This design comes from an exercise in tuning for small area on the open sky130 flow, not from production work. Function was checked by simulation only, so behaviour that the tests miss may differ from the original. Power and IR drop assume default switching activity.

File: flow/config.mk
export PLATFORM = sky130hd
export DESIGN_NAME = register_file
export DESIGN_NICKNAME = register_file
export VERILOG_FILES = /design/flow/design.v
export SDC_FILE = /design/flow/constraint.sdc
export NUM_CORES = 4
export LEC_CHECK = 0
export CAP_MARGIN = 20
export CORE_MARGIN = 2
export CORE_UTILIZATION = 50
export SLEW_MARGIN = 20
export SYNTH_HIERARCHICAL = 1
File: flow/constraint.sdc
create_clock -name core_clock -period 8.0 [get_ports {clk}]
set_input_delay 1.6000 -clock core_clock [delete_from_list [all_inputs] [get_ports {clk}]]
set_output_delay 1.6000 -clock core_clock [all_outputs]
set_load 0.01 [all_outputs]
File: flow/design.v
module register_file #(
    parameter int DATA_WIDTH = 32,
    parameter int ADDR_WIDTH = 5
) (
    input  logic                  clk,
    input  logic                  reset,
    input  logic [ADDR_WIDTH-1:0] addr_1,
    input  logic [ADDR_WIDTH-1:0] addr_2,
    input  logic [ADDR_WIDTH-1:0] wb_addr,
    input  logic [DATA_WIDTH-1:0] wb_data,
    input  logic                  write,
    output logic [DATA_WIDTH-1:0] data_1,
    output logic [DATA_WIDTH-1:0] data_2
);
    localparam int DEPTH  = 2 ** ADDR_WIDTH;
    localparam int NTERM  = DEPTH;                
    localparam int NGROUP3 = (NTERM - 2) / 3;          
    localparam int NGROUP  = NGROUP3 + 1;
    logic [DATA_WIDTH-1:0] regs [1:DEPTH-1];
    logic [DEPTH-1:1]      valid;
    logic [DEPTH-1:1]      we;
    logic                  byp_1;
    logic                  byp_2;
    logic [NTERM-1:0]      sel_1;
    logic [NTERM-1:0]      sel_2;
    always_comb begin
        for (int i = 1; i < DEPTH; i++) begin
            we[i] = write && (wb_addr == i);
        end
    end
    for (genvar i = 1; i < DEPTH; i++) begin : g_reg
        logic                  we_n;
        logic [DATA_WIDTH-1:0] d;
        assign we_n = ~we[i];
        for (genvar b = 0; b < DATA_WIDTH; b++) begin : g_bit
            rf_ao22 u_mux (.a1(we[i]), .a2(wb_data[b]), .b1(we_n), .b2(regs[i][b]), .y(d[b]));
        end
        rf_row #(.W(DATA_WIDTH)) u_row (.clk(clk), .d(d), .q(regs[i]));
    end
    always_ff @(posedge clk or negedge reset) begin
        if (!reset) begin
            valid <= '0;
        end else begin
            valid <= valid | we;
        end
    end
    assign byp_1 = reset && write && (wb_addr == addr_1) && (addr_1 != '0);
    assign byp_2 = reset && write && (wb_addr == addr_2) && (addr_2 != '0);
    always_comb begin
        for (int i = 1; i < DEPTH; i++) begin
            sel_1[i-1] = valid[i] && (addr_1 == i) && !byp_1;
            sel_2[i-1] = valid[i] && (addr_2 == i) && !byp_2;
        end
        sel_1[NTERM-1] = byp_1;
        sel_2[NTERM-1] = byp_2;
    end
    for (genvar b = 0; b < DATA_WIDTH; b++) begin : g_bit
        logic [NTERM-1:0]  d;
        logic [NGROUP-1:0] t1, t2;
        for (genvar i = 1; i < DEPTH; i++) begin : g_d
            assign d[i-1] = regs[i][b];
        end
        assign d[NTERM-1] = wb_data[b];
        for (genvar g = 0; g < NGROUP3; g++) begin : g_grp
            rf_aoi222 u_1 (.a1(sel_1[3*g]), .a2(d[3*g]), .b1(sel_1[3*g+1]), .b2(d[3*g+1]),
                           .c1(sel_1[3*g+2]), .c2(d[3*g+2]), .y(t1[g]));
            rf_aoi222 u_2 (.a1(sel_2[3*g]), .a2(d[3*g]), .b1(sel_2[3*g+1]), .b2(d[3*g+1]),
                           .c1(sel_2[3*g+2]), .c2(d[3*g+2]), .y(t2[g]));
        end
        rf_aoi22 u_1 (.a1(sel_1[NTERM-2]), .a2(d[NTERM-2]), .b1(sel_1[NTERM-1]), .b2(d[NTERM-1]),
                      .y(t1[NGROUP-1]));
        rf_aoi22 u_2 (.a1(sel_2[NTERM-2]), .a2(d[NTERM-2]), .b1(sel_2[NTERM-1]), .b2(d[NTERM-1]),
                      .y(t2[NGROUP-1]));
        assign data_1[b] = ~&t1;
        assign data_2[b] = ~&t2;
    end
endmodule
module rf_aoi222 (
    input  logic a1, a2, b1, b2, c1, c2,
    output logic y
);
    assign y = ~((a1 & a2) | (b1 & b2) | (c1 & c2));
endmodule
module rf_row #(
    parameter int W = 32
) (
    input  logic         clk,
    input  logic [W-1:0] d,
    output logic [W-1:0] q
);
    always_ff @(posedge clk) q <= d;
endmodule
module rf_aoi22 (
    input  logic a1, a2, b1, b2,
    output logic y
);
    assign y = ~((a1 & a2) | (b1 & b2));
endmodule
module rf_ao22 (
    input  logic a1, a2, b1, b2,
    output logic y
);
    assign y = (a1 & a2) | (b1 & b2);
endmodule
File: flow/flow/run.sh
#!/bin/bash
# Own layout flow: the standard flow (standard synthesis unchanged), with
# smaller port buffers and a clock tree of smaller buffers without dummy loads.
set -euo pipefail
export BUFFER_PORTS_ARGS="-buffer_cell sky130_fd_sc_hd__buf_1"
export CTS_ARGS="$(cat flow/cts_args)"
bash standard.sh synth > synth.log 2>&1
bash standard.sh floorplan > floorplan.log 2>&1
bash standard.sh place > place.log 2>&1
bash standard.sh cts > cts.log 2>&1
bash standard.sh finish > finish.log 2>&1
File: flow/flow/cts_args
-sink_clustering_enable -repair_clock_nets -buf_list {sky130_fd_sc_hd__clkbuf_4 sky130_fd_sc_hd__clkbuf_8} -dont_use_dummy_load
File: flow/standard.sh
#!/bin/bash
# synth_recipe.tcl (not shown) runs the flow's synth.tcl, then flattens the netlist and writes it again
# the make line also repeats each setting of config.mk as NAME=value (left out here)
make -C /OpenROAD-flow-scripts/flow DESIGN_CONFIG=/design/flow/config.mk WORK_HOME=/design/flow/orfs CLKGATE_MAP_FILE= SYNTH_SCRIPT=/design/flow/synth_recipe.tcl "${@:-finish}"
==> results of run 1 <==
## cells in the final DEF, fill, tap and decap left out, drive strengths merged, types with 5 or more instances in the layout
cell / synthesis / routed
nand3: 17 / 17
and4: 32 / 32
a22o: 992 / 992
nand2: 51 / 51
buf: 6 / 233
a222oi: 640 / 640
and2: 5 / 5
nor2: 87 / 87
inv: 32 / 32
xor2: 5 / 5
a21oi: 6 / 6
a22oi: 64 / 64
dfrtp: 31 / 31
or2: 5 / 5
nand2b: 33 / 33
nand4: 193 / 193
dfxtp: 992 / 992
nor4: 13 / 13
nor3: 9 / 9
clkbuf: 10 / 200
nor2b: 7 / 7
## layer usage
metal	vias to the layer above	wire length, µm
li1	15811	-
met3	1033	33500
met1	20023	70120
met5	-	0
met2	4226	81640
met4	0	17300
## flip-flops by register name, summed over array words and instances (netlist names)
register   flops
valid         31
g.u_row.q    992
## metrics by stage
step | hold WS, ns | util [%] | instances
final | 0.4916 | 57.14 | 4717
after global routing | 0.4938 | 57.14 | 4716
after CTS | 0.4807 | 57.13 | 4714
after detailed placement | 0.4691 | 54.21 | 4547
after global placement | 0.4667 | 54.21 | 4547
after floorplan | 0.4413 | - | 3247
## per-module statistics from Yosys (local to each module, per instance), excerpt
module	cells	flops+latches	cell area, µm²	copies in the design
rf_ao22	1	0	8.758	992
rf_aoi22	1	0	12.51	64
rf_aoi222	1	0	10.01	640
register_file	559	31	3761	1
## layout make-up
cell class	instances	area share, %
inverters	32	0.2674
clock buffers	167	5.117
diodes	3	0.01671
repair buffers	266	3.593
well taps	1050	2.925
multi-input cells	2176	42.15
flip-flops and latches	1023	45.93
## power by group through the flow
stage / clock network, mW / registers (mW) / logic, mW
final: 3.77 / 7.01 / 1.63
after global routing: 3.98 / 7.10 / 1.70
after CTS: 3.76 / 6.95 / 1.56
after detailed placement: 0 / 7.03 / 1.56
after global placement: 0 / 6.98 / 1.50
after floorplan: 0 / 6.78 / 1.02
## worst max path at each step
stage | startpoint | end | slack (ns) | cells past startpoint
3_3_place_gp | wb_addr[4] | data_1[28] | 1.13 | 12
3_5_place_dp | wb_addr[4] | data_1[20] | 1.17 | 12
2_1_floorplan | addr_2[1] | data_2[0] | 1.04 | 9
6_report | wb_addr[4] | data_1[20] | 0.89 | 12
5_1_grt | wb_addr[4] | data_1[20] | 0.84 | 12
4_1_cts | wb_addr[4] | data_1[20] | 1.16 | 12
## cell usage after synthesis
cell type / number
nor3_1: 9
or2_2: 5
and3_1: 2
nor4_1: 13
xor2_1: 5
a21oi_1: 6
o21a_4: 1
and4_1: 32
nand3b_1: 2
nand2b_1: 33
xnor2_1: 2
a222oi_1: 640
buf_6: 2
nand3_1: 16
o21a_1: 1
nor2b_1: 7
dfrtp_1: 31
and3b_1: 2
nand3_2: 1
a2111oi_4: 1
dfxtp_1: 992
nor2_1: 87
xnor2_2: 1
clkbuf_2: 2
and2_0: 1
buf_2: 4
nor3b_1: 3
clkbuf_1: 8
and2_1: 4
nor4b_2: 1
a22oi_2: 64
inv_1: 32
or2b_1: 1
a22o_1: 992
nand4_1: 193
nand2_1: 51
## logic make-up after synthesis
| logic type | Yosys count | synth area share, % |
|---|---|---|
| AO/OA/AOI/OAI | 1705 | 40.43 |
| XOR/XNOR | 8 | 0.1963 |
| buffers and inverters | 48 | 0.5130 |
| flip-flops | 1023 | 52.22 |
| AND/OR/NAND/NOR | 463 | 6.643 |
## critical path: stages
cell,delay [ns]
buf_1,0.27
nor2b_1,0.23
nor3_1,0.23
nand3_1,0.11
buf_4,0.23
and4_1,0.47
buf_4,0.33
a222oi_1,0.58
nand4_1,0.37
nor2_1,0.63
nand4_1,0.27
buf_1,0.19
==> impl_metrics.toml, run 1 <==
[run_status]
status = "no timing/DRC/antenna violations"

[grt]
groute.layer.met2.usage_pct = 67.10
first_global_vias = 39097
global_route.peak_usage_layer = "met2"
wire_length_of_the_first_global_routing_pass_mm = 282.4
grt_remaining_overflow = 0
grt_start_max_net_pins = 35
grt.total_usage_pct = 47.53
grt_antenna_before_repair = 4
globalRouteMet1Util_pct = 58.87
globalRouteMet3Util_pct = 18.94

[setup_path]
worst-path-max-fanout = 16
worstRegToRegCells = 1
worst_r2r_startpoint = "valid[27]$_DFF_PN0_"
crit-reg2reg-capture = "valid[27]$_DFF_PN0_"
worstPathRequired_ns = 6.40
timing.reg2reg.setup_slack_ns = 7.18
critical_path.endpoint_type = "output port"
worst_setup_path_start_kind = "input port"
worstSetupPathType = "input port to output port"
cp.arrival_ns = 5.51

[detailed_routing]
dr_drc_count = 0
detail_route.wirelength_mm = 202.6
drt_pass1_iterations = 14
drt_iter0_markers = 9214
postRouteAntennaNets = 0
route.vias.total = 41093
route.detailed.wl_per_inst_um = 42.94
route.detailed.vias_per_inst = 8.712

[timing]
setup_repair_after_global_routing_missed_its_margin = "false"
maxSlewHeadroom_pct = 20.66
timing.clock.skew_ns = 0
post_route_minimum_period_ns = 7.114
timing_max_transition_violations_final = 0
hold_violations = 0
setup_viol_count_final = 0
tightest_slew_ns = 1.189
min_period_over_period_pct = 88.92
fmaxAchievable_mhz = 140.6
setup_ws_final_ns = 0.8862
fin_tns_setup_ns = 0

[cts]
clockRootBuffer = "clkbuf_8"
htree_levels = 4
cts-resized-gates = 0
cts_hold_buf = 0
clk_pin_slew_ns = 0.04
clkLatencyLatePin_ns = 0.78
clockBufferDepth = 3
cts.repair_timing.setup_buffer_count = 0
cts-buffers-inserted = 167
tritoncts_clock_tree = "yes"
cts_num_sinks = 1023

[min_path]
worstHoldPathType = "register to register"
hold_crit_endpoint = "valid[22]$_DFF_PN0_"
hold_depth = 1
hp-start = "valid[22]$_DFF_PN0_"

[synthesis]
synth.lib_cells_used.distinct = 36
post_synth_inst_count = 3247
ys_top_cells_by_area = "dfxtp_1, a22o_1, a222oi_1, nand4_1, a22oi_2"
mappedNetlistArea_um2 = 39520
synth_warnings = 9
synth_fp_nets = 3297
synth_sequential_area_ratio_pct = 52.22
synth.avg_cell_area_um2 = 12.17
synth_area_leader_cell = "dfxtp_1"
synth.top_cell.area_share_pct = 50.26
synth.ff_latch_count = 1023

[pwr]
power.combinational.fraction_pct = 13.1
power-per-cell-area_nw_per_um2 = 276.2
share_seq_of_total_power_pct = 56.5
p_leak_nw = 17.82
fin_total_pwr_mw = 12.41
max-vdd-ir-drop_mv = 0.1454
cell_internal_pwr_mw = 8.759
switching_share_pct = 29.40
clkPwrFrac_pct = 30.4
total_switching_power_mw = 3.648

[place]
final_weighted_congestion_in_routability_driven_placement = 1.073
placement.cell_area_um2 = 42620
detailed_place_hpwl_mm = 119.7
port_buffers = 113
post-place-ws_ns = 1.172

[layout]
layout.nets = 3716
ff_latch_area_um2 = 20630
final.fill_count = 6670
multi_input_area_um2 = 18930
layout-drive-gt1-share_pct = 13.05
synthToLayoutAreaGrowth_pct = 13.68
layout.cell_area.non_filler_um2 = 44920

[job]
timing.max_cap.violations = 0

[floorplanning]
start_util_pct = 50.27
die_height_um = 285.1
core_area_um2 = 78610
dieArea_um2 = 81300
floorplan.die.width_um = 285.1
boundaryPins = 114
core.rowCount = 103
==> run 2, diff against run 1 <==
==> flow/flow/cts_args (replaced) <==
-sink_clustering_enable -repair_clock_nets -dont_use_dummy_load -buf_list {sky130_fd_sc_hd__clkbuf_4} -sink_clustering_size 8 -sink_clustering_max_diameter 40
==> impl_metrics.toml, run 2 <==
[synthesis]
ys_dominant_reg_cell = "dfxtp_1"
synth_area_leader_cell = "dfxtp_1"
synth_enable_flop_cells = 0
synth.top_cell.area_share_pct = 50.26
proportion_of_register_bits_with_asynchronous_set_or_reset_after_synthesis_pct = 3.030
leading_cell_types_by_count_after_synthesis = "a22o_1, dfxtp_1, a222oi_1, nand4_1, nor2_1"
synth.avg_cell_area_um2 = 12.17
mappedNetlistArea_um2 = 39520
synth_warnings = 9
synth_fp_nets = 3297
ys_top_cells_by_area = "dfxtp_1, a22o_1, a222oi_1, nand4_1, a22oi_2"
post_synth_inst_count = 3247
synth.ff_latch_count = 1023
synth.lib_cells_used.distinct = 36
synth_sequential_area_ratio_pct = 52.22

[timing]
timing.clock.skew_ns = 0
fin_tns_setup_ns = 0
hold_violations = 0
setup_repair_after_global_routing_missed_its_margin = "false"
fmaxAchievable_mhz = 138.7
timing_max_transition_violations_final = 0
setup_viol_count_final = 0
tightest_slew_ns = 1.185
maxSlewHeadroom_pct = 20.94
post_route_minimum_period_ns = 7.210
min_period_over_period_pct = 90.12

[floorplanning]
core.rowCount = 103
die_height_um = 285.1
core_area_um2 = 78610
boundaryPins = 114
start_util_pct = 50.27
floorplan.die.width_um = 285.1
dieArea_um2 = 81300

[grt]
grt_start_max_net_pins = 35
grt.total_usage_pct = 47.52
wire_length_of_the_first_global_routing_pass_mm = 282.5
grt_remaining_overflow = 0
first_global_vias = 39072
grt_antenna_before_repair = 8

[detailed_routing]
detail_route.wirelength_mm = 202.0
drt_pass1_iterations = 14
dr_drc_count = 0
route.detailed.vias_per_inst = 8.721
route.vias.total = 41126
postRouteAntennaNets = 0
drt_iter0_markers = 9297
route.detailed.wl_per_inst_um = 42.84

[pwr]
max-vdd-ir-drop_mv = 0.1589
p_leak_nw = 17.35
power-per-cell-area_nw_per_um2 = 258.1
switching_share_pct = 30.82
power.combinational.fraction_pct = 14.4
share_seq_of_total_power_pct = 61.8
clkPwrFrac_pct = 23.8
total_switching_power_mw = 3.488
cell_internal_pwr_mw = 7.828

[cts]
cts-buffers-inserted = 160
tritoncts_clock_tree = "yes"
clockRootBuffer = "clkbuf_4"
cts-resized-gates = 0
cts_hold_buf = 0
clkLatencyLatePin_ns = 0.97
cts_num_sinks = 1023
htree_levels = 4
cts.repair_timing.setup_buffer_count = 0
clk_pin_slew_ns = 0.04
clockBufferDepth = 3

[place]
port_buffers = 113
final_weighted_congestion_in_routability_driven_placement = 1.073
detailed_place_hpwl_mm = 119.7

[setup_path]
timing.critical_path.buf_inv = 4
slowest_delay_ns = 0.63
worst_path_dominant_cell_family = "simple AND/OR/NAND/NOR gates"
worst_r2r_startpoint = "valid[27]$_DFF_PN0_"
worst_setup_path_start_kind = "input port"
critPathLaunch = "wb_addr[4]"
worstPathCellList = "buf_1 > nor2b_1 > nor3_1 > nand3_1 > buf_4 > and4_1 > buf_4 > a222oi_1 > nand4_1 > nor2_1 > nand4_1 > buf_1"
critical_path.endpoint_type = "output port"
timing.critical_path.slowest_stage_cell = "nor2_1"
cp.arrival_ns = 5.61
worstSetupPathType = "input port to output port"
worstPathRequired_ns = 6.40
worst-path-max-fanout = 16

[min_path]
hp-start = "valid[30]$_DFF_PN0_"
worstHoldPathType = "register to register"

[layout]
regMostFlops = "g.u_row.q"
layout.nets = 3709
largest_register_ffs = 992
reg.largest.list = "g.u_row.q x992, valid x31"
synthToLayoutAreaGrowth_pct = 10.94
layout-drive-gt1-share_pct = 12.88
layout.cells.most_common_list = "a22o_1, dfxtp_1, a222oi_1, nand4_1, clkbuf_4"
post-route-util_pct = 55.77
final.fill_count = 6816

[run_status]
status = "no timing/DRC/antenna violations"

[job]
timing.max_cap.violations = 0
## run 2: cell types whose count changed in the layout (fill, tap and decap cells not counted), sizes merged
cell / previous run / this run
clkbuf: 200 / 193
diode: 3 / 9
## run 2: final cells by class
| type | instances | area, µm² | area share, % |
|---|---|---|---|
| well taps | 1050 | 1314 | 2.997 |
| flip-flops and latches | 1023 | 20630 | 47.07 |
| clock buffers | 160 | 1201 | 2.740 |
| diodes | 9 | 22.52 | 0.05137 |
| multi-input cells | 2176 | 18930 | 43.19 |
| inverters | 32 | 120.1 | 0.2740 |
| repair buffers | 266 | 1614 | 3.682 |
## run 2: final timing paths
path / cells after the start / endpoint / slack (ns)
max: 12 / data_1[20] / 0.79
min: 1 / valid[30]$_DFF_PN0_ / 0.49
max reg2reg: 1 / valid[27]$_DFF_PN0_ / 7.17
min reg2reg: 1 / valid[30]$_DFF_PN0_ / 0.49
max in group asynchronous: 2 / valid[7]$_DFF_PN0_ / 6.92
min in group asynchronous: 2 / valid[2]$_DFF_PN0_ / 0.68
## run 2: per-module statistics from Yosys (local to each module, per instance), excerpt
module / cells / flops+latches / copies in the design
register_file: 559 / 31 / 1
rf_aoi22: 1 / 0 / 64
rf_aoi222: 1 / 0 / 640
rf_ao22: 1 / 0 / 992
## run 2: kinds of logic after synthesis
kind of cell	share of synthesized area (%)
AOI/OAI and AO/OA	40.43
xor gates and xnor gates	0.1963
buffers and inverters	0.5130
DFF	52.22
and+or+nand+nor	6.643
## run 2: metal layers
| metal | track usage (%) | up-vias | part of all wire [%] |
|---|---|---|---|
| met5 | 0 | - | 0.0064 |
| met4 | 32.26 | 2 | 8.2 |
| met3 | 17.55 | 1007 | 16 |
| met2 | 67.73 | 4290 | 41 |
| met1 | 59.76 | 19958 | 35 |
| li1 | - | 15869 | - |
## run 2: through the flow
stage / instance area [µm²] / power [mW] / setup WS (ns) / hold WS (ns) / instances
after floorplan: 39520 / 7.798 / 1.044 / 0.4413 / 3247
after global placement: 42620 / 8.477 / 1.129 / 0.4667 / 4547
after detailed placement: 42620 / 8.584 / 1.172 / 0.4691 / 4547
after CTS: 43820 / 11.19 / 1.162 / 0.4848 / 4707
after global routing: 43830 / 11.69 / 0.8602 / 0.5008 / 4711
final: 43840 / 11.32 / 0.7904 / 0.4923 / 4716
## run 2: power groups by stage
stage	clock network [mW]	logic [mW]	registers [mW]
2_1_floorplan	0	1.02	6.78
3_3_place_gp	0	1.50	6.98
3_5_place_dp	0	1.56	7.03
4_1_cts	2.70	1.56	6.93
5_1_grt	2.91	1.70	7.08
6_report	2.70	1.62	6.99
==> run 3, diff against run 2 <==
==> flow/flow/run.sh (replaced) <==
#!/bin/bash
# Own layout flow: the standard flow, except
#  - synthesis is synth_recipe.tcl unchanged but for the final ABC mapping,
#    which uses an area-oriented script (flow/abc.script, via flow/mysynth.tcl);
#    registers, their names and cell types are those of the standard synthesis;
#  - smaller port buffers (buf_1);
#  - a clock tree of clkbuf_4 without dummy loads (flow/cts_args).
set -euo pipefail
W=$(pwd)
export FLOW_SYNTH_TCL=$W/synth_recipe.tcl
export MY_ABC_SCRIPT=$W/flow/abc.script
export BUFFER_PORTS_ARGS="-buffer_cell sky130_fd_sc_hd__buf_1"
export CTS_ARGS="$(cat flow/cts_args)"
sed -E "s#SYNTH_SCRIPT=[^ ]+#SYNTH_SCRIPT=$W/flow/mysynth.tcl#" standard.sh > my_standard.sh
bash my_standard.sh synth > synth.log 2>&1
bash my_standard.sh floorplan > floorplan.log 2>&1
bash my_standard.sh place > place.log 2>&1
bash my_standard.sh cts > cts.log 2>&1
bash my_standard.sh finish > finish.log 2>&1
==> flow/flow/abc.script (new file) <==
&get -n; &st; &dch -f; &nf -a -R 1000; &put; topo
==> flow/flow/mysynth.tcl (new file) <==
# The standard flow's synthesis script unchanged, except that the final ABC mapping uses an
# area-oriented script (flow/abc.script) in place of ORFS's delay-oriented one.
proc abc {args} {
  set i [lsearch -exact $args -script]
  if {$i >= 0} { set args [lreplace $args $i [expr {$i + 1}] -script $::env(MY_ABC_SCRIPT)] }
  yosys abc {*}$args
}
source $::env(FLOW_SYNTH_TCL)
==> impl_metrics.toml, run 3 <==
[cts]
cts_num_sinks = 1023
htree_levels = 4
tritoncts_clock_tree = "yes"
cts_hold_buf = 0
cts-resized-gates = 0
clockRootBuffer = "clkbuf_4"
clk_pin_slew_ns = 0.08
cts-buffers-inserted = 156
clkLatencyLatePin_ns = 1.10
cts.repair_timing.setup_buffer_count = 0
clockBufferDepth = 3

[floorplanning]
start_util_pct = 50.46
floorplan.die.width_um = 283.6
die_height_um = 283.6
dieArea_um2 = 80430
core_area_um2 = 77470
boundaryPins = 114
core.rowCount = 102

[timing]
setup_repair_after_global_routing_missed_its_margin = "false"
whs_ns = 0.4907
hold_violations = 0
post_route_minimum_period_ns = 7.723
min_period_over_period_pct = 96.54
timing_max_transition_violations_final = 0
setup_ws_final_ns = 0.2768
fin_tns_setup_ns = 0
maxSlewHeadroom_pct = 21.10
fmaxAchievable_mhz = 129.5
timing.clock.skew_ns = 0
setup_viol_count_final = 0
tightest_slew_ns = 1.177

[layout]
post-route-util_pct = 56.40
layoutNonFillerInstCount = 4719
reg.largest.list = "g.u_row.q x992, valid x31"
layout.nets = 3728
largest_register_ffs = 992
layout-drive-gt1-share_pct = 11.70
layout.cell_area.non_filler_um2 = 43690
synthToLayoutAreaGrowth_pct = 11.77
ff_latch_area_um2 = 20630
regMostFlops = "g.u_row.q"
multi_input_area_um2 = 18790
final.fill_count = 6762
layout.cells.most_common_list = "a22o_1, dfxtp_1, a222oi_1, nand4_1, clkbuf_4"

[job]
timing.max_cap.violations = 0

[pwr]
power.combinational.fraction_pct = 14.5
fin_total_pwr_mw = 11.28
cell_internal_pwr_mw = 7.817
switching_share_pct = 30.68
max-vdd-ir-drop_mv = 0.1505
power-per-cell-area_nw_per_um2 = 258.1
total_switching_power_mw = 3.460
clkPwrFrac_pct = 23.7
share_seq_of_total_power_pct = 61.7
p_leak_nw = 17.04

[synthesis]
proportion_of_register_bits_with_asynchronous_set_or_reset_after_synthesis_pct = 3.030
post_synth_inst_count = 3250
synth.top_cell.area_share_pct = 50.80
synth_sequential_area_ratio_pct = 52.79
synth.lib_cells_used.distinct = 21
mappedNetlistArea_um2 = 39090
ys_dominant_reg_cell = "dfxtp_1"
synth_enable_flop_cells = 0
synth.avg_cell_area_um2 = 12.03
synth_area_leader_cell = "dfxtp_1"
ys_top_cells_by_area = "dfxtp_1, a22o_1, a222oi_1, nand4_1, dfrtp_1"
synth.ff_latch_count = 1023
synth_warnings = 9
leading_cell_types_by_count_after_synthesis = "a22o_1, dfxtp_1, a222oi_1, nand4_1, nor2_1"
synth_fp_nets = 3300

[setup_path]
critical_path.endpoint_type = "output port"
worstSetupPathType = "input port to output port"
worst-path-max-fanout = 63
crit-reg2reg-capture = "valid[3]$_DFF_PN0_"
cp.arrival_ns = 6.12
worstPathCellList = "buf_1 > xor2_1 > nor4_1 > nand4_1 > a21oi_4 > buf_12 > nor4b_2 > buf_4 > a222oi_1 > nand4_1 > nor2_1 > nand4_1 > buf_1"
worst_setup_path_start_kind = "input port"
cpMostUsedCell = "nand4_1"
worstPathRequired_ns = 6.40
timing.critical_path.slowest_stage_cell = "nor2_1"
worst_r2r_startpoint = "valid[3]$_DFF_PN0_"
worstRegToRegCells = 1
slowest_delay_ns = 0.99
timing.reg2reg.setup_slack_ns = 7.25

[run_status]
status = "no timing/DRC/antenna violations"

[grt]
wire_length_of_the_first_global_routing_pass_mm = 274.2
first_global_vias = 39425
grt_remaining_overflow = 0
grt.total_usage_pct = 46.18
grt_antenna_before_repair = 7
grt_start_max_net_pins = 64

[min_path]
hold_crit_endpoint = "valid[4]$_DFF_PN0_"
hold_depth = 1
worstHoldPathType = "register to register"
hp-start = "valid[4]$_DFF_PN0_"

[place]
final_weighted_congestion_in_routability_driven_placement = 0.9908
placement.cell_area_um2 = 42490
port_buffers = 113
detailed_place_hpwl_mm = 111.8
post-place-ws_ns = 0.9718
dpl.cell_count = 4559

[detailed_routing]
dr_drc_count = 0
route.detailed.vias_per_inst = 8.590
drt_pass1_iterations = 15
route.detailed.wl_per_inst_um = 41.34
drt_iter0_markers = 9251
route.vias.total = 40534
detail_route.wirelength_mm = 195.1
postRouteAntennaNets = 0
-- run 3: metal layers --
metal	up-vias	global-route usage [%]	part of all wire, %
met5	-	0.2381	0.022
met4	6	34.29	8.7
met3	985	18.75	16
met2	3924	66.75	41
met1	19727	55.04	34
li1	15892	-	-
-- run 3: area by class of cell --
cell class	count	share of cell area, %
antenna	3	0.01718
sequential	1023	47.23
inverter	33	0.2835
timing repair buffer	270	3.815
multi-input combinational	2194	43.00
clock buffer	156	2.680
tap	1040	2.978
-- run 3: worst max-delay path by stage --
stage                    start    endpoint
finish              wb_addr[3]   data_2[7]
global route        wb_addr[3]  data_1[10]
CTS                 wb_addr[3]   data_1[1]
detailed placement  wb_addr[3]  data_1[17]
global placement    wb_addr[3]   data_1[1]
floorplan            addr_1[2]   data_1[0]
-- run 3: critical path, delay by kind of cell --
family	cells	cell delay, ns
buffers and inverters	4	1.38
AO/OA/AOI/OAI	2	0.67
AND/OR/NAND/NOR	6	2.26
XOR/XNOR	1	0.14
-- run 3: per-module statistics from Yosys, one instance, submodules excluded, a selection --
module	cells inside	copies in the design
rf_aoi222	1	640
rf_ao22	1	992
register_file	562	1
rf_aoi22	1	64
-- run 3: power by group through the flow --
stage	sequential (mW)	clock, mW	combinational (mW)
finish	6.96	2.68	1.64
CTS	6.91	2.66	1.58
detailed placement	7.01	0	1.57
global placement	6.95	0	1.51
global route	7.06	2.87	1.72
floorplan	6.77	0	1.02
-- run 3: cells by family (layout without fill, tap and decap cells) --
group / after synthesis / count (layout) / share of synthesized area, %
and+or+nand+nor: 486 / 486 / 6.799
xor gates and xnor gates: 10 / 10 / 0.2241
AOI/OAI and AO/OA: 1698 / 1698 / 39.87
buffers and inverters: 33 / 459 / 0.3169
DFF: 1023 / 1023 / 52.79
other: 0 / 3 / 0
==> run 4, diff against run 3 <==
--- a/flow/design.v
+++ b/flow/design.v
@@ -24,15 +24,21 @@
     logic [NTERM-1:0]      sel_1;
     logic [NTERM-1:0]      sel_2;
-    always_comb begin
-        for (int i = 1; i < DEPTH; i++) begin
-            we[i] = write && (wb_addr == i);
-        end
+    logic [3:0] wlo;
+    logic [7:0] whi;
+    logic [DEPTH-1:1] we_n;
+    for (genvar j = 0; j < 4; j++) begin : g_wlo
+        assign wlo[j] = write && (wb_addr[1:0] == j);
+    end
+    for (genvar m = 0; m < 8; m++) begin : g_whi
+        assign whi[m] = (wb_addr[4:2] == m);
+    end
+    for (genvar i = 1; i < DEPTH; i++) begin : g_we
+        rf_and2 u_we  (.a(wlo[i % 4]), .b(whi[i / 4]), .y(we[i]));
+        rf_inv  u_wen (.a(we[i]), .y(we_n[i]));
     end
     for (genvar i = 1; i < DEPTH; i++) begin : g_reg
-        logic                  we_n;
         logic [DATA_WIDTH-1:0] d;
-        assign we_n = ~we[i];
         for (genvar b = 0; b < DATA_WIDTH; b++) begin : g_bit
-            rf_ao22 u_mux (.a1(we[i]), .a2(wb_data[b]), .b1(we_n), .b2(regs[i][b]), .y(d[b]));
+            rf_ao22 u_mux (.a1(we[i]), .a2(wb_data[b]), .b1(we_n[i]), .b2(regs[i][b]), .y(d[b]));
         end
         rf_row #(.W(DATA_WIDTH)) u_row (.clk(clk), .d(d), .q(regs[i]));
@@ -47,12 +53,20 @@
     assign byp_1 = reset && write && (wb_addr == addr_1) && (addr_1 != '0);
     assign byp_2 = reset && write && (wb_addr == addr_2) && (addr_2 != '0);
-    always_comb begin
-        for (int i = 1; i < DEPTH; i++) begin
-            sel_1[i-1] = valid[i] && (addr_1 == i) && !byp_1;
-            sel_2[i-1] = valid[i] && (addr_2 == i) && !byp_2;
-        end
-        sel_1[NTERM-1] = byp_1;
-        sel_2[NTERM-1] = byp_2;
+    logic [3:0] lo_1, lo_2;
+    logic [7:0] hi_1, hi_2;
+    for (genvar j = 0; j < 4; j++) begin : g_lo
+        assign lo_1[j] = (addr_1[1:0] == j) && !byp_1;
+        assign lo_2[j] = (addr_2[1:0] == j) && !byp_2;
     end
+    for (genvar m = 0; m < 8; m++) begin : g_hi
+        assign hi_1[m] = (addr_1[4:2] == m);
+        assign hi_2[m] = (addr_2[4:2] == m);
+    end
+    for (genvar i = 1; i < DEPTH; i++) begin : g_sel
+        rf_and3 u_1 (.a(valid[i]), .b(lo_1[i % 4]), .c(hi_1[i / 4]), .y(sel_1[i-1]));
+        rf_and3 u_2 (.a(valid[i]), .b(lo_2[i % 4]), .c(hi_2[i / 4]), .y(sel_2[i-1]));
+    end
+    assign sel_1[NTERM-1] = byp_1;
+    assign sel_2[NTERM-1] = byp_2;
     for (genvar b = 0; b < DATA_WIDTH; b++) begin : g_bit
         logic [NTERM-1:0]  d;
@@ -103,2 +117,20 @@
     assign y = (a1 & a2) | (b1 & b2);
 endmodule
+module rf_and2 (
+    input  logic a, b,
+    output logic y
+);
+    assign y = a & b;
+endmodule
+module rf_and3 (
+    input  logic a, b, c,
+    output logic y
+);
+    assign y = a & b & c;
+endmodule
+module rf_inv (
+    input  logic a,
+    output logic y
+);
+    assign y = ~a;
+endmodule
--- a/flow/flow/run.sh
+++ b/flow/flow/run.sh
@@ -5,4 +5,5 @@
 #    registers, their names and cell types are those of the standard synthesis;
 #  - smaller port buffers (buf_1);
+#  - high-fanout drivers upsized before placement (flow/upsize.tcl);
 #  - a clock tree of clkbuf_4 without dummy loads (flow/cts_args).
 set -euo pipefail
@@ -12,4 +13,5 @@
 export BUFFER_PORTS_ARGS="-buffer_cell sky130_fd_sc_hd__buf_1"
 export CTS_ARGS="$(cat flow/cts_args)"
+export PRE_GLOBAL_PLACE_TCL=$W/flow/upsize.tcl
 sed -E "s#SYNTH_SCRIPT=[^ ]+#SYNTH_SCRIPT=$W/flow/mysynth.tcl#" standard.sh > my_standard.sh
 bash my_standard.sh synth > synth.log 2>&1
==> flow/flow/upsize.tcl (new file) <==
set upsize_map {
  sky130_fd_sc_hd__and2_0 sky130_fd_sc_hd__and2_4
  sky130_fd_sc_hd__and2_1 sky130_fd_sc_hd__and2_4
  sky130_fd_sc_hd__and3_1 sky130_fd_sc_hd__and3_4
  sky130_fd_sc_hd__and4_1 sky130_fd_sc_hd__and4_4
  sky130_fd_sc_hd__inv_1  sky130_fd_sc_hd__inv_4
  sky130_fd_sc_hd__inv_2  sky130_fd_sc_hd__inv_4
  sky130_fd_sc_hd__clkinv_1 sky130_fd_sc_hd__inv_4
  sky130_fd_sc_hd__buf_1  sky130_fd_sc_hd__buf_4
  sky130_fd_sc_hd__buf_2  sky130_fd_sc_hd__buf_4
  sky130_fd_sc_hd__clkbuf_1 sky130_fd_sc_hd__buf_4
  sky130_fd_sc_hd__clkbuf_2 sky130_fd_sc_hd__buf_4
}
set upsize_min_fanout 16
set upsized 0
foreach net [[ord::get_db_block] getNets] {
  if {[$net getSigType] ne "SIGNAL"} { continue }
  set iterms [$net getITerms]
  if {[llength $iterms] <= $upsize_min_fanout} { continue }
  foreach it $iterms {
    if {![$it isOutputSignal]} { continue }
    set inst [$it getInst]
    set m [[$inst getMaster] getName]
    if {[dict exists $upsize_map $m]} {
      replace_cell [$inst getName] [dict get $upsize_map $m]
      incr upsized
    }
  }
}
puts "upsize.tcl: upsized $upsized high-fanout drivers"
==> impl_metrics.toml, run 4 <==
[synthesis]
synth_area_leader_cell = "dfxtp_1"
synth_fp_nets = 3241
synth.avg_cell_area_um2 = 12.20
synth_warnings = 9
proportion_of_register_bits_with_asynchronous_set_or_reset_after_synthesis_pct = 3.030
post_synth_inst_count = 3191
synth_enable_flop_cells = 0
mappedNetlistArea_um2 = 38940
synth.top_cell.area_share_pct = 51.00
ys_top_cells_by_area = "dfxtp_1, a22o_1, a222oi_1, nand4_1, dfrtp_1"
ys_dominant_reg_cell = "dfxtp_1"
synth_sequential_area_ratio_pct = 52.99
synth.ff_latch_count = 1023
leading_cell_types_by_count_after_synthesis = "a22o_1, dfxtp_1, a222oi_1, nand4_1, nor2_1"
synth.lib_cells_used.distinct = 19

[floorplanning]
floorplan.die.width_um = 283.1
core.rowCount = 102
die_height_um = 283.1
core_area_um2 = 77340
dieArea_um2 = 80130
start_util_pct = 50.35
boundaryPins = 114

[setup_path]
worstSetupPathType = "input port to output port"
worstPathCellList = "buf_1 > xnor2_1 > nand4_1 > or3_1 > a21oi_4 > nor3b_1 > buf_4 > and3_4 > a222oi_1 > nand4_1 > nor2_1 > nand4_1 > buf_1"
cpMostUsedCell = "nand4_1"
worstPathRequired_ns = 6.40
timing.critical_path.slowest_stage_cell = "nor2_1"
worst_setup_path_start_kind = "input port"
critical_path.endpoint_type = "output port"
worst_r2r_startpoint = "valid[4]$_DFF_PN0_"
cp.arrival_ns = 5.32
critPathLaunch = "wb_addr[3]"
worst-path-max-fanout = 32
slowest_delay_ns = 0.68

[timing]
maxSlewHeadroom_pct = 31.70
fin_tns_setup_ns = 0
setup_ws_final_ns = 1.082
timing.clock.skew_ns = 0
timing_max_transition_violations_final = 0
min_period_over_period_pct = 86.48
setup_viol_count_final = 0
fmaxAchievable_mhz = 144.5
hold_violations = 0
setup_repair_after_global_routing_missed_its_margin = "false"
tightest_slew_ns = 1.025
whs_ns = 0.5021
post_route_minimum_period_ns = 6.918

[layout]
post-route-util_pct = 55.27
layoutNonFillerInstCount = 4554
largest_register_ffs = 992
layout.cells.most_common_list = "a22o_1, dfxtp_1, a222oi_1, nand4_1, clkbuf_4"
layout.cell_area.non_filler_um2 = 42750
layout.nets = 3562
synthToLayoutAreaGrowth_pct = 9.778
regMostFlops = "g.u_row.q"
reg.largest.list = "g.u_row.q x992, valid x31"
layout-drive-gt1-share_pct = 10.31

[cts]
clkLatencyLatePin_ns = 1.02
tritoncts_clock_tree = "yes"
cts-resized-gates = 0
cts-buffers-inserted = 160
htree_levels = 4
clockBufferDepth = 3
cts_hold_buf = 0
cts_num_sinks = 1023
cts.repair_timing.setup_buffer_count = 0
clk_pin_slew_ns = 0.06
clockRootBuffer = "clkbuf_4"

[grt]
grt.total_usage_pct = 48.75
grt_start_max_net_pins = 35
grt_remaining_overflow = 0
grt_antenna_before_repair = 9
first_global_vias = 38858
wire_length_of_the_first_global_routing_pass_mm = 284.7

[run_status]
status = "no timing/DRC/antenna violations"

[detailed_routing]
route.detailed.wl_per_inst_um = 45.45
drt_pass1_iterations = 22
route.vias.total = 41032
route.detailed.vias_per_inst = 9.010
postRouteAntennaNets = 0
detail_route.wirelength_mm = 207.0
dr_drc_count = 0
drt_iter0_markers = 11099

[pwr]
max-vdd-ir-drop_mv = 0.1766
power-per-cell-area_nw_per_um2 = 265.2
p_leak_nw = 16.60
fin_total_pwr_mw = 11.34

[place]
dpl.cell_count = 4390
detailed_place_hpwl_mm = 108.6
placement.cell_area_um2 = 41530
final_weighted_congestion_in_routability_driven_placement = 1.018
port_buffers = 113
post-place-ws_ns = 1.388

[job]
timing.max_cap.violations = 0

[min_path]
worstHoldPathType = "register to register"
hp-start = "g_reg[22].u_row.q[18]$_DFF_P_"
-- run 4: changes by cell type in the layout (fill, tap and decap cells not counted), sizes merged, moves of 31 or more --
| cell | change |
|---|---|
| inv | +31 |
| buf | -110 |
| nand2 | -70 |
| nand2b | -33 |
| and3 | +66 |
| clkinv | -33 |
-- run 4: layout make-up --
class                      instances  area [µm²]
clock buffer                     160        1201
inverter                          31       193.9
timing repair buffer             159       807.0
sequential                      1023       20630
multi-input combinational       2137       18600
tap                             1040        1301
fill                            6709       34590
antenna                            4       10.01
-- run 4: metal layers --
| metal | wire length [µm] | track usage [%] |
|---|---|---|
| met5 | 95 | 0.6548 |
| met3 | 36460 | 23.75 |
| met2 | 81090 | 66.27 |
| met4 | 18400 | 36.19 |
| met1 | 70950 | 59.06 |
-- run 4: Yosys stat by module, one instance, submodules excluded, a selection --
module	copies in the design	flip-flops and latches	cells	area [µm²]
register_file	1	31	379	2806
rf_aoi222	640	0	1	10.01
rf_ao22	992	0	1	8.758
rf_aoi22	64	0	1	7.507
rf_and2	31	0	1	6.256
rf_and3	62	0	1	6.256
rf_inv	31	0	1	3.754
-- run 4: where the power goes --
part           switching (mW)  internal, mW  total (mW)
combinational           0.820         0.793        1.61
clock                    1.80         0.916        2.72
sequential              0.892          6.11        7.01
total                    3.51          7.82        11.3
-- run 4: worst paths after layout --
| check | endpoint | slack [ns] | cells past startpoint |
|---|---|---|---|
| setup / recovery | data_1[22] | 1.08 | 13 |
| hold / removal | g_reg[22].u_row.q[18]$_DFF_P_ | 0.50 | 1 |
| setup reg to reg | valid[4]$_DFF_PN0_ | 7.22 | 1 |
| hold reg to reg | g_reg[22].u_row.q[18]$_DFF_P_ | 0.50 | 1 |
| max in group asynchronous | valid[5]$_DFF_PN0_ | 7.04 | 2 |
| min in group asynchronous | valid[24]$_DFF_PN0_ | 0.61 | 2 |
-- run 4: kinds of logic after synthesis --
family | share of synthesized area (%)
compound gates | 40.02
xor+xnor | 0.2249
buf+inv | 0.2988
flops | 52.99
simple gates | 6.459
-- run 4: worst max-delay path, delay by kind of cell --
kind / cells / cell delay (ns)
buffers and inverters: 3 / 0.73
AND/OR/NAND/NOR: 7 / 2.10
XOR/XNOR: 1 / 0.17
AO/OA/AOI/OAI: 2 / 0.63
==> run 5, diff against run 4 <==
--- a/flow/flow/run.sh
+++ b/flow/flow/run.sh
@@ -6,4 +6,6 @@
 #  - smaller port buffers (buf_1);
 #  - high-fanout drivers upsized before placement (flow/upsize.tcl);
+#  - an input port buffer feeding a single buffer takes over that buffer's
+#    drive after global placement (flow/merge_inbuf.tcl);
 #  - a clock tree of clkbuf_4 without dummy loads (flow/cts_args).
 set -euo pipefail
@@ -14,4 +16,5 @@
 export CTS_ARGS="$(cat flow/cts_args)"
 export PRE_GLOBAL_PLACE_TCL=$W/flow/upsize.tcl
+export POST_GLOBAL_PLACE_TCL=$W/flow/merge_inbuf.tcl
 sed -E "s#SYNTH_SCRIPT=[^ ]+#SYNTH_SCRIPT=$W/flow/mysynth.tcl#" standard.sh > my_standard.sh
 bash my_standard.sh synth > synth.log 2>&1
==> flow/flow/merge_inbuf.tcl (new file) <==
# After global placement: where an input port's buffer feeds only one more
# buffer (added by the placer's repair to drive the port's real loads), drop
# that second buffer and give the port buffer its drive strength instead.
set merged 0
set block [ord::get_db_block]
foreach bterm [$block getBTerms] {
  if {[$bterm getIoType] ne "INPUT"} { continue }
  set pnet [$bterm getNet]
  if {$pnet eq "NULL"} { continue }
  set pits [$pnet getITerms]
  if {[llength $pits] != 1} { continue }
  set pbuf [[lindex $pits 0] getInst]
  if {![regexp {__(buf|clkbuf)_[0-9]+$} [[$pbuf getMaster] getName]]} { continue }
  set onet [[$pbuf findITerm X] getNet]
  if {$onet eq "NULL"} { continue }
  set sinks {}
  foreach it [$onet getITerms] { if {[$it isInputSignal]} { lappend sinks $it } }
  if {[llength $sinks] != 1 || [llength [$onet getBTerms]] != 0} { continue }
  set b2 [[lindex $sinks 0] getInst]
  if {![regexp {__(buf|clkbuf)_[0-9]+$} [[$b2 getMaster] getName]]} { continue }
  set m2 [[$b2 getMaster] getName]
  remove_buffers [$b2 getName]
  replace_cell [$pbuf getName] $m2
  incr merged
}
puts "merge_inbuf.tcl: merged $merged input buffer pairs"
==> impl_metrics.toml, run 5 <==
[cts]
clk_pin_slew_ns = 0.07
clkLatencyLatePin_ns = 1.04
clockBufferDepth = 3
cts_num_sinks = 1023
tritoncts_clock_tree = "yes"
cts-buffers-inserted = 158
cts-resized-gates = 0
clockRootBuffer = "clkbuf_4"
cts_hold_buf = 0
htree_levels = 4
cts.repair_timing.setup_buffer_count = 0

[synthesis]
leading_cell_types_by_count_after_synthesis = "a22o_1, dfxtp_1, a222oi_1, nand4_1, nor2_1"
synth.top_cell.area_share_pct = 51.00
synth_sequential_area_ratio_pct = 52.99
synth_fp_nets = 3241
synth_warnings = 9
synth.ff_latch_count = 1023
ys_dominant_reg_cell = "dfxtp_1"
synth_area_leader_cell = "dfxtp_1"
proportion_of_register_bits_with_asynchronous_set_or_reset_after_synthesis_pct = 3.030
synth.avg_cell_area_um2 = 12.20
post_synth_inst_count = 3191
mappedNetlistArea_um2 = 38940
synth_enable_flop_cells = 0
synth.lib_cells_used.distinct = 19
ys_top_cells_by_area = "dfxtp_1, a22o_1, a222oi_1, nand4_1, dfrtp_1"

[setup_path]
worstPathRequired_ns = 6.40
cp.arrival_ns = 5.44
worstSetupPathType = "input port to output port"
critical_path.endpoint_type = "output port"
worst_setup_path_start_kind = "input port"
worst-path-max-fanout = 32

[floorplanning]
core.rowCount = 102
dieArea_um2 = 80130
floorplan.die.width_um = 283.1
die_height_um = 283.1
boundaryPins = 114
core_area_um2 = 77340
start_util_pct = 50.35

[place]
detailed_place_hpwl_mm = 108.6
port_buffers = 113
dpl.cell_count = 4369
post-place-ws_ns = 1.387
placement.cell_area_um2 = 41430

[layout]
layout.cells.most_common_list = "a22o_1, dfxtp_1, a222oi_1, nand4_1, clkbuf_4"
synthToLayoutAreaGrowth_pct = 9.479
layout-drive-gt1-share_pct = 9.808
layout.nets = 3539
regMostFlops = "g.u_row.q"
largest_register_ffs = 992
final.fill_count = 6696
reg.largest.list = "g.u_row.q x992, valid x31"
layout.cell_area.non_filler_um2 = 42630
layoutNonFillerInstCount = 4531

[detailed_routing]
drt_iter0_markers = 10949
route.detailed.vias_per_inst = 9.020
route.detailed.wl_per_inst_um = 45.60
route.vias.total = 40871
detail_route.wirelength_mm = 206.6
drt_pass1_iterations = 19
dr_drc_count = 0
postRouteAntennaNets = 0

[timing]
setup_ws_final_ns = 0.9623
fmaxAchievable_mhz = 142.1
hold_violations = 0
timing_max_transition_violations_final = 0
min_period_over_period_pct = 87.97
maxSlewHeadroom_pct = 31.82
setup_viol_count_final = 0
setup_repair_after_global_routing_missed_its_margin = "false"
fin_tns_setup_ns = 0
timing.clock.skew_ns = 0
tightest_slew_ns = 1.023
post_route_minimum_period_ns = 7.038

[min_path]
worstHoldPathType = "register to register"

[grt]
grt_antenna_before_repair = 6
wire_length_of_the_first_global_routing_pass_mm = 283.2
grt_remaining_overflow = 0
first_global_vias = 38689
grt_start_max_net_pins = 35
grt.total_usage_pct = 48.59

[pwr]
power-per-cell-area_nw_per_um2 = 265.3
p_leak_nw = 16.51
max-vdd-ir-drop_mv = 0.1525

[run_status]
status = "no timing/DRC/antenna violations"

[job]
timing.max_cap.violations = 0
## run 5: cell types whose count changed in the layout (fill, tap and decap cells not counted), sizes merged
cell    previous run  this run
clkbuf           190       170
buf              129       126
## run 5: power breakdown
group	internal, mW	switching (mW)
Combinational	0.790	0.817
Clock	0.904	1.79
Sequential	6.12	0.893
## run 5: worst paths after layout
path                                             start                           to  slack [ns]  depth (start not counted)
max                                         wb_addr[3]                   data_1[21]        0.96                         13
min                        g_reg[9].u_row.q[2]$_DFF_P_  g_reg[9].u_row.q[2]$_DFF_P_        0.50                          1
max reg2reg                         valid[4]$_DFF_PN0_           valid[4]$_DFF_PN0_        7.24                          1
min reg2reg                g_reg[9].u_row.q[2]$_DFF_P_  g_reg[9].u_row.q[2]$_DFF_P_        0.50                          1
max in group asynchronous                        reset          valid[12]$_DFF_PN0_        7.02                          2
min in group asynchronous                        reset           valid[6]$_DFF_PN0_        0.63                          2
## run 5: cell families after synthesis
| family | Yosys count | synth area share [%] |
|---|---|---|
| compound gates | 1698 | 40.02 |
| flops | 1023 | 52.99 |
| xor+xnor | 10 | 0.2249 |
| buf+inv | 31 | 0.2988 |
| simple gates | 429 | 6.459 |
## run 5: routing by layer
layer | vias to the layer above | GRT usage, % | routed length, µm
met2 | 4471 | 66.50 | 80960
met5 | - | 1.488 | 347
met4 | 8 | 36.07 | 18760
met3 | 1183 | 22.79 | 35130
met1 | 19755 | 58.99 | 71400
li1 | 15454 | - | -
## run 5: final cells by class
| class | count | area (µm²) | share of cell area [%] |
|---|---|---|---|
| Sequential cell | 1023 | 20630 | 48.40 |
| Multi-Input combinational cell | 2137 | 18600 | 43.63 |
| Tap cell | 1040 | 1301 | 3.052 |
| Clock buffer | 158 | 1186 | 2.782 |
| Timing Repair Buffer | 138 | 705.7 | 1.655 |
| Inverter | 31 | 193.9 | 0.4549 |
| Antenna cell | 4 | 10.01 | 0.02348 |
## run 5: worst max-delay path: stages
cell and delay (ns):
buf_1 0.33, xnor2_1 0.17, nand4_1 0.11, or3_1 0.36, a21oi_4 0.20, nor3b_1 0.10
buf_4 0.19, and3_4 0.36, a222oi_1 0.46, nand4_1 0.43, nor2_1 0.68, nand4_1 0.24
buf_1 0.19
## run 5: metrics by stage
| stage | utilization, % | total power [mW] | hold slack [ns] |
|---|---|---|---|
| final | 55.12 | 11.31 | 0.5003 |
| after CTS | 55.11 | 11.15 | 0.5003 |
| after global routing | 55.11 | 11.65 | 0.5144 |
| after global placement | 53.70 | 8.470 | 0.4721 |
| after detailed placement | 53.57 | 8.569 | 0.4762 |
| after floorplan | - | 7.768 | 0.4469 |
## run 5: per-module statistics from Yosys, one instance, submodules excluded, a selection
module | cells inside | times used | flip-flops and latches | area (µm²)
rf_aoi222 | 1 | 640 | 0 | 10.01
rf_inv | 1 | 31 | 0 | 3.754
rf_and3 | 1 | 62 | 0 | 6.256
rf_ao22 | 1 | 992 | 0 | 8.758
rf_aoi22 | 1 | 64 | 0 | 7.507
register_file | 379 | 1 | 31 | 2806
rf_and2 | 1 | 31 | 0 | 6.256
==> run 6, diff against run 5 <==
--- a/flow/config.mk
+++ b/flow/config.mk
@@ -8,5 +8,5 @@
 export CAP_MARGIN = 20
 export CORE_MARGIN = 2
-export CORE_UTILIZATION = 50
+export CORE_UTILIZATION = 60
 export SLEW_MARGIN = 20
 export SYNTH_HIERARCHICAL = 1
==> impl_metrics.toml, run 6 <==
[run_status]
status = "no timing/DRC/antenna violations"

[cts]
cts.repair_timing.setup_buffer_count = 0
clockRootBuffer = "clkbuf_4"
clockBufferDepth = 3
cts-resized-gates = 0
tritoncts_clock_tree = "yes"
cts_hold_buf = 0
cts-buffers-inserted = 155
htree_levels = 4
clk_pin_slew_ns = 0.07
clkLatencyLatePin_ns = 1.04
cts_num_sinks = 1023

[grt]
grt.total_usage_pct = 53.33
grt_remaining_overflow = 0
wire_length_of_the_first_global_routing_pass_mm = 264.1
grt_antenna_before_repair = 6
grt_start_max_net_pins = 35
first_global_vias = 39185

[synthesis]
ys_top_cells_by_area = "dfxtp_1, a22o_1, a222oi_1, nand4_1, dfrtp_1"
proportion_of_register_bits_with_asynchronous_set_or_reset_after_synthesis_pct = 3.030
post_synth_inst_count = 3191
synth_warnings = 9
mappedNetlistArea_um2 = 38940
synth.lib_cells_used.distinct = 19
synth.avg_cell_area_um2 = 12.20
leading_cell_types_by_count_after_synthesis = "a22o_1, dfxtp_1, a222oi_1, nand4_1, nor2_1"
synth_fp_nets = 3241
synth_area_leader_cell = "dfxtp_1"
synth_enable_flop_cells = 0
synth.top_cell.area_share_pct = 51.00
ys_dominant_reg_cell = "dfxtp_1"
synth.ff_latch_count = 1023
synth_sequential_area_ratio_pct = 52.99

[setup_path]
worstRegToRegCells = 1
worst_r2r_startpoint = "g_reg[5].u_row.q[20]$_DFF_P_"
critical_path.endpoint_type = "output port"
worstPathRequired_ns = 6.40
critPathLaunch = "wb_addr[3]"
cp.arrival_ns = 5.49
worst-path-max-fanout = 32
worstSetupPathType = "input port to output port"
worst_setup_path_start_kind = "input port"

[pwr]
share_seq_of_total_power_pct = 62.5
power-per-cell-area_nw_per_um2 = 266.4
max-vdd-ir-drop_mv = 0.1725
power.combinational.fraction_pct = 14.0
p_leak_nw = 16.43
clkPwrFrac_pct = 23.5
switching_share_pct = 30.82
total_switching_power_mw = 3.470
cell_internal_pwr_mw = 7.789

[floorplanning]
dieArea_um2 = 66950
die_height_um = 258.8
core.rowCount = 93
start_util_pct = 60.51
core_area_um2 = 64350
floorplan.die.width_um = 258.8
boundaryPins = 114

[detailed_routing]
postRouteAntennaNets = 0
detail_route.wirelength_mm = 186.3
route.detailed.wl_per_inst_um = 43.02
drt_iter0_markers = 12930
route.vias.total = 40875
route.detailed.vias_per_inst = 9.438
drt_pass1_iterations = 22
dr_drc_count = 0

[place]
port_buffers = 113
detailed_place_hpwl_mm = 102.3
post-place-ws_ns = 1.379

[layout]
layout.nets = 3522
layout-drive-gt1-share_pct = 9.366
synthToLayoutAreaGrowth_pct = 8.557
regMostFlops = "g.u_row.q"
largest_register_ffs = 992
reg.largest.list = "g.u_row.q x992, valid x31"
final.fill_count = 5060
layout.cells.most_common_list = "a22o_1, dfxtp_1, a222oi_1, nand4_1, clkbuf_4"

[timing]
post_route_minimum_period_ns = 7.091
setup_ws_final_ns = 0.9089
setup_repair_after_global_routing_missed_its_margin = "false"
fmaxAchievable_mhz = 141.0
fin_tns_setup_ns = 0
min_period_over_period_pct = 88.64
tightest_slew_ns = 1.113
hold_violations = 0
setup_viol_count_final = 0
timing_max_transition_violations_final = 0
maxSlewHeadroom_pct = 25.77
timing.clock.skew_ns = 0

[min_path]
worstHoldPathType = "register to register"
hold_depth = 1
hp-start = "g_reg[29].u_row.q[4]$_DFF_P_"

[job]
timing.max_cap.violations = 0
==> run 6: cell count changes in the layout (fill, tap and decap cells not counted) <==
cell,change
buf_4,-16
diode_2,+2
clkbuf_4,-3
clkbuf_2,+2
==> run 6: per-module statistics from Yosys (local to each module, per instance), a selection <==
module	times used	area, µm²	cells inside	flip-flops and latches
rf_and3	62	6.256	1	0
rf_inv	31	3.754	1	0
rf_aoi222	640	10.01	1	0
register_file	1	2806	379	31
rf_aoi22	64	7.507	1	0
rf_ao22	992	8.758	1	0
rf_and2	31	6.256	1	0
==> run 6: critical path: stages <==
cell      delay [ns]
buf_1           0.31
xnor2_1         0.18
nand4_1         0.11
or3_1           0.37
a21oi_4         0.24
nor2_1          0.24
and3_4          0.39
a222oi_1        0.83
nand4_1         0.18
nor2_1          0.58
nand4_1         0.24
buf_1           0.21
==> run 6: cell type report <==
class	count	area, µm²	area share, %
antenna	6	15.01	0.03552
tap	855	1070	2.531
inverter	31	193.9	0.4588
clock buffer	155	1164	2.753
sequential	1023	20630	48.82
multi-input combinational	2137	18600	44.00
timing repair buffer	124	595.6	1.409
==> run 6: routing by layer <==
metal | vias to the layer above | wire (µm) | GRT usage [%]
met3 | 1257 | 35050 | 25.35
met2 | 4824 | 71300 | 70.86
met5 | - | 28 | 0
met4 | 4 | 17660 | 40.96
met1 | 19380 | 62280 | 66.14
li1 | 15410 | - | -
==> run 6: power by group through the flow <==
| stage | sequential, mW | clock, mW | combinational, mW |
|---|---|---|---|
| after detailed placement | 7.05 | 0 | 1.50 |
| after global routing | 7.10 | 2.81 | 1.65 |
| after global placement | 6.99 | 0 | 1.44 |
| after CTS | 6.95 | 2.60 | 1.50 |
| after floorplan | 6.77 | 0 | 1.00 |
| final | 7.03 | 2.65 | 1.58 |
==> run 6: cells by family after synthesis <==
| family | Yosys count | share of synthesized area, % |
|---|---|---|
| compound gates | 1698 | 40.02 |
| buf+inv | 31 | 0.2988 |
| flops | 1023 | 52.99 |
| xor+xnor | 10 | 0.2249 |
| simple gates | 429 | 6.459 |
==> run 6: final timing paths <==
path | slack (ns) | end
min | 0.50 | g_reg[29].u_row.q[4]$_DFF_P_
max reg2reg | 7.21 | g_reg[5].u_row.q[20]$_DFF_P_
min reg2reg | 0.50 | g_reg[29].u_row.q[4]$_DFF_P_
max in group asynchronous | 6.99 | valid[12]$_DFF_PN0_
max | 0.91 | data_1[28]
min in group asynchronous | 0.59 | valid[17]$_DFF_PN0_
==> run 6: per-stage QoR <==
stage / area [µm²] / utilization [%] / power (mW) / instances / hold slack (ns)
floorplan: 38940 / - / 7.768 / 3191 / 0.4469
global placement: 41170 / 63.98 / 8.423 / 4189 / 0.4725
detailed placement: 41090 / 63.86 / 8.545 / 4170 / 0.4766
CTS: 42260 / 65.67 / 11.05 / 4325 / 0.5005
global route: 42260 / 65.67 / 11.56 / 4326 / 0.5182
finish: 42270 / 65.69 / 11.26 / 4331 / 0.5030
==> run 7, diff against run 6 <==
==> flow/flow/cts_args (replaced) <==
-sink_clustering_enable -repair_clock_nets -dont_use_dummy_load -buf_list {sky130_fd_sc_hd__clkbuf_4} -sink_clustering_size 9 -sink_clustering_max_diameter 40 -sink_clustering_levels 2
==> impl_metrics.toml, run 7 <==
[run_status]
status = "no timing/DRC/antenna violations"

[detailed_routing]
postRouteAntennaNets = 0
detail_route.wirelength_mm = 185.9
dr_drc_count = 0
route.detailed.wl_per_inst_um = 43.03
route.detailed.vias_per_inst = 9.497
drt_pass1_iterations = 17
drt_iter0_markers = 13793
route.vias.total = 41029

[pwr]
power-per-cell-area_nw_per_um2 = 265.0
max-vdd-ir-drop_mv = 0.1812
p_leak_nw = 16.37

[synthesis]
synth.avg_cell_area_um2 = 12.20
synth.top_cell.area_share_pct = 51.00
ys_dominant_reg_cell = "dfxtp_1"
synth.lib_cells_used.distinct = 19
post_synth_inst_count = 3191
synth.ff_latch_count = 1023
synth_fp_nets = 3241
synth_enable_flop_cells = 0
mappedNetlistArea_um2 = 38940
synth_area_leader_cell = "dfxtp_1"
leading_cell_types_by_count_after_synthesis = "a22o_1, dfxtp_1, a222oi_1, nand4_1, nor2_1"
ys_top_cells_by_area = "dfxtp_1, a22o_1, a222oi_1, nand4_1, dfrtp_1"
proportion_of_register_bits_with_asynchronous_set_or_reset_after_synthesis_pct = 3.030
synth_warnings = 9
synth_sequential_area_ratio_pct = 52.99

[cts]
tritoncts_clock_tree = "yes"
cts-resized-gates = 0
cts_hold_buf = 0
clk_pin_slew_ns = 0.09
clockBufferDepth = 3
cts_num_sinks = 1023
cts.repair_timing.setup_buffer_count = 0
clockRootBuffer = "clkbuf_4"
clkLatencyLatePin_ns = 1.06
htree_levels = 4
cts-buffers-inserted = 143

[timing]
timing_max_transition_violations_final = 0
fmaxAchievable_mhz = 141.7
timing.clock.skew_ns = 0
post_route_minimum_period_ns = 7.056
hold_violations = 0
setup_viol_count_final = 0
min_period_over_period_pct = 88.20
fin_tns_setup_ns = 0
whs_ns = 0.5052
tightest_slew_ns = 1.105
setup_repair_after_global_routing_missed_its_margin = "false"
maxSlewHeadroom_pct = 26.15

[setup_path]
worst_setup_path_start_kind = "input port"
critical_path.endpoint_type = "output port"
worstSetupPathType = "input port to output port"
worst-path-max-fanout = 32
cp.arrival_ns = 5.46
worstPathRequired_ns = 6.40

[floorplanning]
floorplan.die.width_um = 258.8
core_area_um2 = 64350
die_height_um = 258.8
core.rowCount = 93
boundaryPins = 114
start_util_pct = 60.51
dieArea_um2 = 66950

[grt]
wire_length_of_the_first_global_routing_pass_mm = 264.0
first_global_vias = 39017
grt_start_max_net_pins = 35
grt_antenna_before_repair = 4
grt_remaining_overflow = 0
grt.total_usage_pct = 53.25

[layout]
synthToLayoutAreaGrowth_pct = 8.332
layout.cells.most_common_list = "a22o_1, dfxtp_1, a222oi_1, nand4_1, clkbuf_4"
final.fill_count = 5067
largest_register_ffs = 992
layout-drive-gt1-share_pct = 9.051
reg.largest.list = "g.u_row.q x992, valid x31"
regMostFlops = "g.u_row.q"
layout.nets = 3510

[place]
port_buffers = 113
detailed_place_hpwl_mm = 102.3

[min_path]
worstHoldPathType = "register to register"

[job]
timing.max_cap.violations = 0
-- run 7: cell counts after synthesis --
No cell type changed its count.
-- run 7: logic make-up (layout without fill, tap and decap cells) --
group | after synthesis | after routing | share of synthesized area (%)
simple gates | 429 | 429 | 6.459
xor+xnor | 10 | 10 | 0.2249
other cells | 0 | 7 | 0
compound gates | 1698 | 1698 | 40.02
buf+inv | 31 | 298 | 0.2988
flops | 1023 | 1023 | 52.99
-- run 7: final cells by class --
cell class / count / area [µm²] / area share, %
clock buffers: 143 / 1074 / 2.545
well taps: 855 / 1070 / 2.536
repair buffers: 124 / 595.6 / 1.412
multi-input cells: 2137 / 18600 / 44.09
diodes: 7 / 17.52 / 0.04153
flip-flops and latches: 1023 / 20630 / 48.92
inverters: 31 / 193.9 / 0.4597
-- run 7: Yosys stat by module (local to each module, per instance), excerpt --
| module | times used | area (µm²) |
|---|---|---|
| register_file | 1 | 2806 |
| rf_and2 | 31 | 6.256 |
| rf_and3 | 62 | 6.256 |
| rf_ao22 | 992 | 8.758 |
| rf_aoi22 | 64 | 7.507 |
| rf_aoi222 | 640 | 10.01 |
| rf_inv | 31 | 3.754 |
-- run 7: critical path, stage by stage --
cell and delay, ns:
buf_1 0.31, xnor2_1 0.18, nand4_1 0.11, or3_1 0.37, a21oi_4 0.23, nor2_1 0.24
and3_4 0.39, a222oi_1 0.48, nand4_1 0.32, nor2_1 0.54, nand4_1 0.40, buf_1 0.24
-- run 7: path summary, 6_finish.rpt --
| check | startpoint | to | slack [ns] | cells past startpoint |
|---|---|---|---|---|
| min | g_reg[28].u_row.q[6]$_DFF_P_ | g_reg[28].u_row.q[6]$_DFF_P_ | 0.51 | 1 |
| min in group asynchronous | reset | valid[18]$_DFF_PN0_ | 0.57 | 2 |
| max | wb_addr[3] | data_1[10] | 0.94 | 12 |
| min reg2reg | g_reg[28].u_row.q[6]$_DFF_P_ | g_reg[28].u_row.q[6]$_DFF_P_ | 0.51 | 1 |
| max in group asynchronous | reset | valid[6]$_DFF_PN0_ | 7.04 | 2 |
| max reg2reg | g_reg[5].u_row.q[20]$_DFF_P_ | g_reg[5].u_row.q[20]$_DFF_P_ | 7.20 | 1 |
-- run 7: metrics by stage --
| step | std cells | total power [mW] | setup WS [ns] | area, µm² | utilization, % |
|---|---|---|---|---|---|
| after detailed placement | 4170 | 8.545 | 1.379 | 41090 | 63.86 |
| after CTS | 4313 | 10.96 | 1.359 | 42170 | 65.53 |
| after global placement | 4189 | 8.423 | 1.419 | 41170 | 63.98 |
| after global routing | 4314 | 11.46 | 0.8822 | 42170 | 65.53 |
| after floorplan | 3191 | 7.768 | 1.398 | 38940 | - |
| final | 4320 | 11.18 | 0.9442 | 42180 | 65.55 |
-- run 7: report_power, final --
| group | internal [mW] | switching, mW | leakage [nW] |
|---|---|---|---|
| logic | 0.786 | 0.795 | 7.10 |
| clock network | 0.822 | 1.74 | 0.658 |
| registers | 6.11 | 0.917 | 8.61 |
-- run 7: metal layers --
metal | track usage (%) | share of wire, % | vias up
met3 | 25.34 | 19 | 1272
met5 | 0.1425 | 0.041 | -
met1 | 66.06 | 33 | 19477
met2 | 71.12 | 38 | 4894
met4 | 39.96 | 9.5 | 4
li1 | - | - | 15382

-- static timing again, ports no longer ideal --
Ports are ideal in the flow. The routed layouts listed here were re-timed in OpenROAD.
Step 1 (the two cells are an assumption about what drives the block):
set clk [get_ports {clk}]
set_driving_cell -lib_cell sky130_fd_sc_hd__clkbuf_16 $clk
set_driving_cell -lib_cell sky130_fd_sc_hd__buf_2 [delete_from_list [all_inputs] $clk]
Step 2 moves the port delays by t, midway between the first and last clock arrival at a register: inputs arrive t later, outputs are due t later. That takes back most of the time a late clock gives input paths.
Slacks: ideal ports / drivers / drivers and shift; pairs: ideal ports / drivers.
run	t (ns)	setup WS [ns]	hold slack, ns	cell pins on the clock port's net
run 1	0.873	0.886 / 0.757 / 0.757	0.492 / 0.492 / 0.492	1
run 2	1.077	0.790 / 0.713 / 0.713	0.492 / 0.492 / 0.492	1
run 3	1.123	0.277 / 0.252 / 0.252	0.491 / 0.491 / 0.491	1
run 4	1.093	1.082 / 1.059 / 1.059	0.502 / 0.502 / 0.502	1
run 5	1.093	0.962 / 0.941 / 0.941	0.500 / 0.500 / 0.500	1
run 6	1.106	0.909 / 0.885 / 0.885	0.503 / 0.503 / 0.503	1
run 7	1.124	0.944 / 0.921 / 0.921	0.505 / 0.505 / 0.505	1
After both steps every run listed still meets setup and hold. The setup slack of run 1, which loses most, moves by -0.129 ns with the drivers and by -0.129 ns with both steps.
